Background: an optimization exercise with open tools, aiming at small area and a short achievable clock period. Do not read the settings as production practice. Where RTL was checked, it was by simulation tests only, not by an equivalence proof against the original.

## mul_pipe
module mul_pipe #(
    parameter int unsigned XLEN    = 32,
    parameter int unsigned LATENCY = 3,
    parameter int unsigned TAG_W   = 5
) (
    input  logic             clk,
    input  logic             rst_n,
    input  logic             in_valid,
    output logic             in_ready,
    input  logic [XLEN-1:0]  a,
    input  logic [XLEN-1:0]  b,
    input  logic [2:0]       mulop,
    input  logic [TAG_W-1:0] in_tag,
    input  logic             flush,
    output logic             out_valid,
    input  logic             out_ready,
    output logic [XLEN-1:0]  f,
    output logic [TAG_W-1:0] out_tag
);
For scale: ~2900 cells after synthesis, roughly 210 flip-flops, roughly 120 I/O pins, ~29000 um2 of cells after synthesis.
Settings: LEC_CHECK=0, ABC_AREA=1, CAP_MARGIN=20, CORE_MARGIN=2, CORE_UTILIZATION=40, SETUP_SLACK_MARGIN=5, SLEW_MARGIN=20, SYNTH_HIERARCHICAL=1; clock period 11.0 ns.
standard.sh (not shown) runs the stock make flow with config.mk's settings and CLKGATE_MAP_FILE= SYNTH_SCRIPT=/design/flow/synth_recipe.tcl, a recipe that flattens the netlist after the stock synthesis.
==> flow/flow/run.sh <==
#!/bin/bash
# The standard layout, with timing repair aimed further below the clock period and
# the smallest port buffers (repair sizes up the ones on critical paths).
set -euo pipefail
bash standard.sh SETUP_SLACK_MARGIN=5.9 "BUFFER_PORTS_ARGS=-buffer_cell sky130_fd_sc_hd__buf_1" finish > standard.log 2>&1
Edit:
==> flow/flow/run.sh (replaced) <==
#!/bin/bash
# The standard layout, with timing repair aimed further below the clock period and
# the smallest port buffers (repair sizes up the ones on critical paths).
set -euo pipefail
bash standard.sh SETUP_SLACK_MARGIN=6.2 "BUFFER_PORTS_ARGS=-buffer_cell sky130_fd_sc_hd__buf_1" finish > standard.log 2>&1
Maximum frequency came out higher by a few percent.
Routed wire length rose slightly.
Final cell count went up slightly.
Setup slack gets better by 0.26 ns.
No run of this note included a check of the RTL's function; only the layout flow was run.

mul_pipe, a different RTL version from the one above (not shown whole).
For scale: roughly 2,700 cells after synthesis, about 210 flip-flops, roughly 120 I/O pins, roughly 29,000 um^2 of cells after synthesis.
==> flow/config.mk <==
export PLATFORM = sky130hd
export DESIGN_NAME = mul_pipe
export DESIGN_NICKNAME = mul_pipe
export VERILOG_FILES = /design/flow/design.v
export SDC_FILE = /design/flow/constraint.sdc
export NUM_CORES = 4
export LEC_CHECK = 0
export ABC_AREA = 0
export CAP_MARGIN = 20
export CORE_MARGIN = 2
export CORE_UTILIZATION = 40
export SETUP_SLACK_MARGIN = 5
export SLEW_MARGIN = 20
export SYNTH_HIERARCHICAL = 1
==> flow/constraint.sdc <==
create_clock -name core_clock -period 11.0 [get_ports {clk}]
set_input_delay 2.2000 -clock core_clock [delete_from_list [all_inputs] [get_ports {clk}]]
set_output_delay 2.2000 -clock core_clock [all_outputs]
set_load 0.01 [all_outputs]
==> flow/flow/run.sh <==
#!/bin/bash
# The standard layout, with timing repair aimed further below the clock period and
# the smallest port buffers (repair sizes up the ones on critical paths).
set -euo pipefail
bash standard.sh SETUP_SLACK_MARGIN=6.22 "BUFFER_PORTS_ARGS=-buffer_cell sky130_fd_sc_hd__buf_1" "CTS_ARGS=-sink_clustering_enable -repair_clock_nets -sink_clustering_size 30 -sink_clustering_max_diameter 100 -dont_use_dummy_load" finish > standard.log 2>&1
Rerun with:
==> flow/flow/run.sh (replaced) <==
#!/bin/bash
# The standard layout, with timing repair aimed further below the clock period and
# the smallest port buffers (repair sizes up the ones on critical paths).
set -euo pipefail
bash standard.sh SETUP_SLACK_MARGIN=6.3 "BUFFER_PORTS_ARGS=-buffer_cell sky130_fd_sc_hd__buf_1" "CTS_ARGS=-sink_clustering_enable -repair_clock_nets -sink_clustering_size 30 -sink_clustering_max_diameter 100 -dont_use_dummy_load" finish > standard.log 2>&1
--- a/flow/config.mk
+++ b/flow/config.mk
@@ -6,5 +6,5 @@
 export NUM_CORES = 4
 export LEC_CHECK = 0
-export ABC_AREA = 0
+export ABC_AREA = 1
 export CAP_MARGIN = 20
 export CORE_MARGIN = 2
=> Design area went down slightly; non-clock buffer count went up by 7.
Rerun with:
==> flow/flow/run.sh (replaced) <==
#!/bin/bash
# The standard layout, with timing repair aimed further below the clock period and
# the smallest port buffers (repair sizes up the ones on critical paths).
set -euo pipefail
bash standard.sh SETUP_SLACK_MARGIN=6.22 "BUFFER_PORTS_ARGS=-buffer_cell sky130_fd_sc_hd__buf_1" "CTS_ARGS=-sink_clustering_enable -repair_clock_nets -sink_clustering_size 30 -sink_clustering_max_diameter 100 -dont_use_dummy_load" finish > standard.log 2>&1
--- a/flow/config.mk
+++ b/flow/config.mk
@@ -10,4 +10,5 @@
 export CORE_MARGIN = 2
 export CORE_UTILIZATION = 40
+export PLACE_DENSITY = 0.75
 export SETUP_SLACK_MARGIN = 5
 export SLEW_MARGIN = 20
What happened: The changed run went through all stages and came out clean; design area drops by about 1.6%; die area is unchanged; setup slack improved by 0.018 ns; routed wire length drops by 6.3%; clock skew drops by 0.051 ns; register-to-register slack improved by 0.02 ns; final cell count is about the same.
Rerun with:
--- a/flow/config.mk
+++ b/flow/config.mk
@@ -7,9 +7,8 @@
 export LEC_CHECK = 0
 export ABC_AREA = 1
-export CAP_MARGIN = 20
+export CAP_MARGIN = 5
 export CORE_MARGIN = 2
 export CORE_UTILIZATION = 40
-export PLACE_DENSITY = 0.75
 export SETUP_SLACK_MARGIN = 5
-export SLEW_MARGIN = 20
+export SLEW_MARGIN = 5
 export SYNTH_HIERARCHICAL = 1
What happened:
- The changed run produced a clean layout
- setup slack hardly moves
- die area stays the same
Rerun with:
==> flow/flow/run.sh (replaced) <==
#!/bin/bash
# The standard layout, with timing repair aimed further below the clock period and
# the smallest port buffers (repair sizes up the ones on critical paths).
set -euo pipefail
bash standard.sh SETUP_SLACK_MARGIN=6.3 "BUFFER_PORTS_ARGS=-buffer_cell sky130_fd_sc_hd__buf_1" finish > standard.log 2>&1
--- a/flow/config.mk
+++ b/flow/config.mk
@@ -7,8 +7,8 @@
 export LEC_CHECK = 0
 export ABC_AREA = 1
-export CAP_MARGIN = 5
+export CAP_MARGIN = 20
 export CORE_MARGIN = 2
 export CORE_UTILIZATION = 40
 export SETUP_SLACK_MARGIN = 5
-export SLEW_MARGIN = 5
+export SLEW_MARGIN = 20
 export SYNTH_HIERARCHICAL = 1
The new run went through all stages and came out clean.
Utilization climbs by 0.92 points.
Via count hardly moves.
Synthesized area stays the same.
Maximum frequency drops by 0.32%.
Count of clock-buffer cells in the layout climbs by 17.
Hold slack is worse by 0.011 ns.
Sequential share of layout area drops by 0.40 points.
Register-to-register slack is better by 0.13 ns.
Wire length stays flat.
Rerun with:
==> flow/flow/run.sh (replaced) <==
#!/bin/bash
# The standard layout, with timing repair aimed further below the clock period and
# the smallest port buffers (repair sizes up the ones on critical paths).
set -euo pipefail
bash standard.sh SETUP_SLACK_MARGIN=6.22 "BUFFER_PORTS_ARGS=-buffer_cell sky130_fd_sc_hd__buf_1" "CTS_ARGS=-sink_clustering_enable -repair_clock_nets -sink_clustering_size 33 -sink_clustering_max_diameter 120 -dont_use_dummy_load" finish > standard.log 2>&1
=> Routed wire length drops slightly. Non-clock buffer count is lower by 4. Synthesized cell count is unchanged. Clock-buffer cell count drops by 21. Worst setup slack degrades by 0.014 ns. First-iteration DRC count falls by a little under a tenth.

port drivers added, routing unchanged:
Ports are ideal in the flow. The routed layouts listed here were re-timed in OpenROAD. Step 1, drivers: a clkbuf_16 drives clk and a buf_2 each remaining input, both assumed. Step 2 moves the port delays by t, midway between the first and last clock arrival at a register: inputs arrive t later, outputs are due t later. That takes back most of the time a late clock gives input paths. Slacks: ideal ports / drivers / drivers and shift; pairs: ideal ports / drivers.
run | shift t [ns] | setup WS [ns] | worst setup path after step 2 | pins driven straight from the clock port
the first run of note 1 | 0.633 | 5.966 / 5.966 / 5.966 | register to register | 1
the second run of note 1 | 0.665 | 6.225 / 6.192 / 6.192 | input to output | 1
the first run of note 2 | 0.557 | 6.226 / 6.194 / 6.194 | input to output | 1
the second run of note 2 | 0.604 | 6.222 / 6.188 / 6.188 | input to output | 1
the third run of note 2 | 0.597 | 6.240 / 6.209 / 6.209 | input to output | 1
the fourth run of note 2 | 0.613 | 6.238 / 6.204 / 6.204 | input to output | 1
the fifth run of note 2 | 0.664 | 6.223 / 6.190 / 6.190 | input to output | 1
the sixth run of note 2 | 0.597 | 6.209 / 6.176 / 6.176 | input to output | 1
After both steps every run listed still meets setup and hold.
